What follows belongs to an exercise in optimizing a design on an open flow for small area and a short achievable clock period; a production flow would make more cautious choices.
The RTL was checked by simulation tests, not by an equivalence proof against the original design.
Power and IR drop assume default switching activity.

==> flow/design.v (excerpt) <==
module d_mem_responder #(
   parameter int unsigned DEPTH       = 64,
   parameter int unsigned WAIT_CYCLES = 2
) (
   input  logic        clock,
   input  logic        reset,
   input  logic        req_valid,
   output logic        req_ready,
   input  logic        req_we,
   input  logic [31:0] req_addr,
   input  logic [31:0] req_wdata,
   output logic        rsp_valid,
   input  logic        rsp_ready,
   output logic [31:0] rsp_rdata,
   output logic        rsp_err,
   output logic        busy
);
   localparam int NR  = 21;     
   localparam int SGL = 21;     
   logic busy_q, rsp_q, w2_q, w1_q, w0_q;
   logic st0_q;                 
   logic          we_q, mis_q;
   logic [NR:0]   sel_q;        
   logic [2:0]    w_q;          
   logic [2:0]    ht_q;         
   logic [2:0]    ft_q;         
   logic          hit;          
   logic          flip;         
   logic [31:0]   r_q;          
   logic          p1_q, p2_q;   
   logic [2:0]    t_q;          
   logic          accept, ld_wait, rd_now, win, wen;
   logic          req_mis;
   logic [5:0]    req_idx;
   logic [NR:0]   req_sel;
   logic [2:0]    req_w;
   logic [2:0]    t_d;
   assign req_mis = |req_addr[1:0];
   assign req_idx = req_addr[7:2];
   always_comb begin
      logic [3:0] k;
      k       = req_idx[5:2];
      req_sel = '0;
      req_w   = 3'd0;
      if (req_idx[1:0] != 2'd3) begin
         req_sel[k]  = 1'b1;
         req_w[req_idx[1:0]] = 1'b1;
      end else if (k == 4'd15) begin
         req_sel[SGL] = 1'b1;
      end else begin
         req_sel[16 + k / 4'd3] = 1'b1;
         req_w[k % 4'd3] = 1'b1;
      end
   end
   assign accept = req_valid && !busy_q && !reset;
   assign t_d = (t_q >= 3'd5) ? 3'd0 : t_q + 3'd1;
   logic [2:0] ht_d, ft_d;
   always_comb begin
      for (int w = 0; w < 3; w++) begin
         logic [3:0] s;
         s = 4'(t_d) + 4'(w);
         ht_d[w] = (s == 4'd2) || (s == 4'd5) || (s == 4'd8);
         ft_d[w] = (s == 4'd5);
      end
   end
   assign hit  = |(w_q & ht_q);
   assign flip = |(w_q & ft_q);
  ...
For scale: ~2100 flip-flops, ~110 I/O pins, about 53000 um2 of cells after synthesis.
Settings: LEC_CHECK=0, CAP_MARGIN=20, CORE_MARGIN=2, CORE_UTILIZATION=40, SETUP_SLACK_MARGIN=1.4, SLEW_MARGIN=20, SYNTH_HIERARCHICAL=1, SYNTH_MINIMUM_KEEP_SIZE=0; clock period 4.0 ns.
standard.sh (not shown) runs the stock make flow with config.mk's settings and CLKGATE_MAP_FILE= SYNTH_SCRIPT=/design/flow/synth_recipe.tcl, a recipe that flattens the netlist after the stock synthesis.
==> flow/flow/run.sh <==
#!/bin/bash
# Standard layout, with port buffers of a faster cell than buffer_ports picks
# and a clock tree with larger sink clusters.
set -euo pipefail
bash standard.sh finish \
  "BUFFER_PORTS_ARGS=-buffer_cell sky130_fd_sc_hd__buf_4" \
  "CTS_ARGS=-sink_clustering_enable -repair_clock_nets -sink_clustering_size 30 -sink_clustering_max_diameter 120 -buf_list sky130_fd_sc_hd__clkbuf_16" \
  > layout_make.log 2>&1
The baseline ran to the end with no violations.
Edit:
==> flow/flow/run.sh (replaced) <==
#!/bin/bash
# Standard layout, with port buffers of a faster cell than buffer_ports picks.
set -euo pipefail
bash standard.sh finish "BUFFER_PORTS_ARGS=-buffer_cell sky130_fd_sc_hd__buf_4" > layout_make.log 2>&1
- SETUP_SLACK_MARGIN: 1.4 -> unset
Outcome: Combinational power falls by about a fifth; global-route usage rises by 0.65 points; cell area rises by a few percent; routed wire length rises slightly; hold slack gets worse by 0.084 ns.
Edit:
==> flow/run.sh (new file) <==
#!/bin/bash
# synth_recipe.tcl (not shown) runs the flow's synth.tcl, then flattens the netlist and writes it again
# the make line also repeats each setting of config.mk as NAME=value (left out here)
make -C /OpenROAD-flow-scripts/flow DESIGN_CONFIG=/design/flow/config.mk WORK_HOME=/design/flow/orfs CLKGATE_MAP_FILE= SYNTH_SCRIPT=/design/flow/synth_recipe.tcl finish
removed: flow/flow/run.sh
removed: flow/standard.sh
Routed wire length rises slightly.
Global-route usage rose by 0.16 points.
Die area is unchanged.
Worst hold slack improves by 0.063 ns.
Worst setup slack got worse by 0.20 ns.
Design area is about the same.
Final cell count hardly moves.
Flip-flop and latch count does not change.
Count of clock-buffer cells in the layout goes down by 3.
Fmax shrinks by a few percent.

========
Setup of 12-03:
Another version of the RTL of d_mem_responder (not shown whole).
Size: about 3600 cells after synthesis, about 2100 flip-flops, about 110 I/O pins, ~53000 um2 of cells after synthesis.
==> flow/config.mk <==
export PLATFORM = sky130hd
export DESIGN_NAME = d_mem_responder
export DESIGN_NICKNAME = d_mem_responder
export VERILOG_FILES = /design/flow/design.v
export SDC_FILE = /design/flow/constraint.sdc
export NUM_CORES = 4
export LEC_CHECK = 0
export CAP_MARGIN = 20
export CORE_MARGIN = 2
export CORE_UTILIZATION = 40
export SETUP_SLACK_MARGIN = 1.6
export SLEW_MARGIN = 20
export SYNTH_HIERARCHICAL = 1
export SYNTH_MINIMUM_KEEP_SIZE = 0
==> flow/constraint.sdc <==
create_clock -name core_clock -period 4.0 [get_ports {clock}]
set_input_delay 0.8000 -clock core_clock [delete_from_list [all_inputs] [get_ports {clock}]]
set_output_delay 0.8000 -clock core_clock [all_outputs]
set_load 0.01 [all_outputs]
==> flow/flow/run.sh <==
#!/bin/bash
# Standard layout, with port buffers of a faster cell than buffer_ports picks
# and a clock tree with larger sink clusters.
set -euo pipefail
bash standard.sh finish \
  "BUFFER_PORTS_ARGS=-buffer_cell sky130_fd_sc_hd__buf_4" \
  "MATCH_CELL_FOOTPRINT=0" \
  "CTS_ARGS=-sink_clustering_enable -repair_clock_nets -sink_clustering_size 30 -sink_clustering_max_diameter 120 -buf_list sky130_fd_sc_hd__clkbuf_16" \
  > layout_make.log 2>&1
Both conditions hold for 12-03: the flow ran to the end and the final layout passed the timing, DRC and antenna checks.
diff inputs: 12-03 => 03-22
diff --git a/flow/flow/run.sh b/flow/flow/run.sh
--- a/flow/flow/run.sh
+++ b/flow/flow/run.sh
@@ -5,5 +5,4 @@
 bash standard.sh finish \
   "BUFFER_PORTS_ARGS=-buffer_cell sky130_fd_sc_hd__buf_4" \
-  "MATCH_CELL_FOOTPRINT=0" \
   "CTS_ARGS=-sink_clustering_enable -repair_clock_nets -sink_clustering_size 30 -sink_clustering_max_diameter 120 -buf_list sky130_fd_sc_hd__clkbuf_16" \
   > layout_make.log 2>&1
==> comparison <==
Between 12-03 and 03-22, the difference in via count normalized by instance count is negligible. Portion of the layout cell area used by clock cells across 12-03 and 03-22: no real change. From 12-03 to 03-22 the numbers moved as follows: upper clock frequency limit essentially unchanged, insertion delay of the later-clocked pin in the worst-skew pair essentially unchanged, clock period minus final worst setup slack essentially unchanged, via count essentially unchanged. Fraction of area in multi-input gates: 03-22 vs 12-03, no meaningful difference. Any difference in clock tree skew after final layout between 12-03 and 03-22 is small enough to ignore. Compared 12-03 against 03-22; total wirelength of the detailed-routed design within noise.

static timing again, ports no longer ideal:
In the flow no input, the clock included, has a driving cell. The finished layouts below were timed again as built, in two steps.
Step 1: set_driving_cell puts a clkbuf_16 on clock and a buf_2 on each other input, an assumption about the parent block.
Step 2 also shifts input and output timing later by t, the mid clock arrival at the registers, as if the neighbouring blocks saw the same clock.
a / b / c = no drivers / after step 1 / after step 2; a / b = the first two.
run	shift t [ns]	slack for setup (ns)	worst setup path after step 2	slew at the worst register clock pin (ns)
the first run of note 1	0.757	1.195 / 1.224 / 0.467	input to register	0.12 / 0.12
the second run of note 1	0.849	0.856 / 0.856 / 0.153	input to register	0.07 / 0.07
the third run of note 1	0.854	0.653 / 0.708 / -0.146	input to register	0.07 / 0.07
12-03	0.763	1.637 / 1.637 / 1.116	input to register	0.12 / 0.12
03-22	0.763	1.636 / 1.636 / 1.115	input to register	0.12 / 0.12
Met with ideal ports but missed after step 2: setup timing in the third run of note 1. The setup slack of the third run of note 1, which loses most, moves by +0.055 ns with the drivers and by -0.799 ns with both steps.
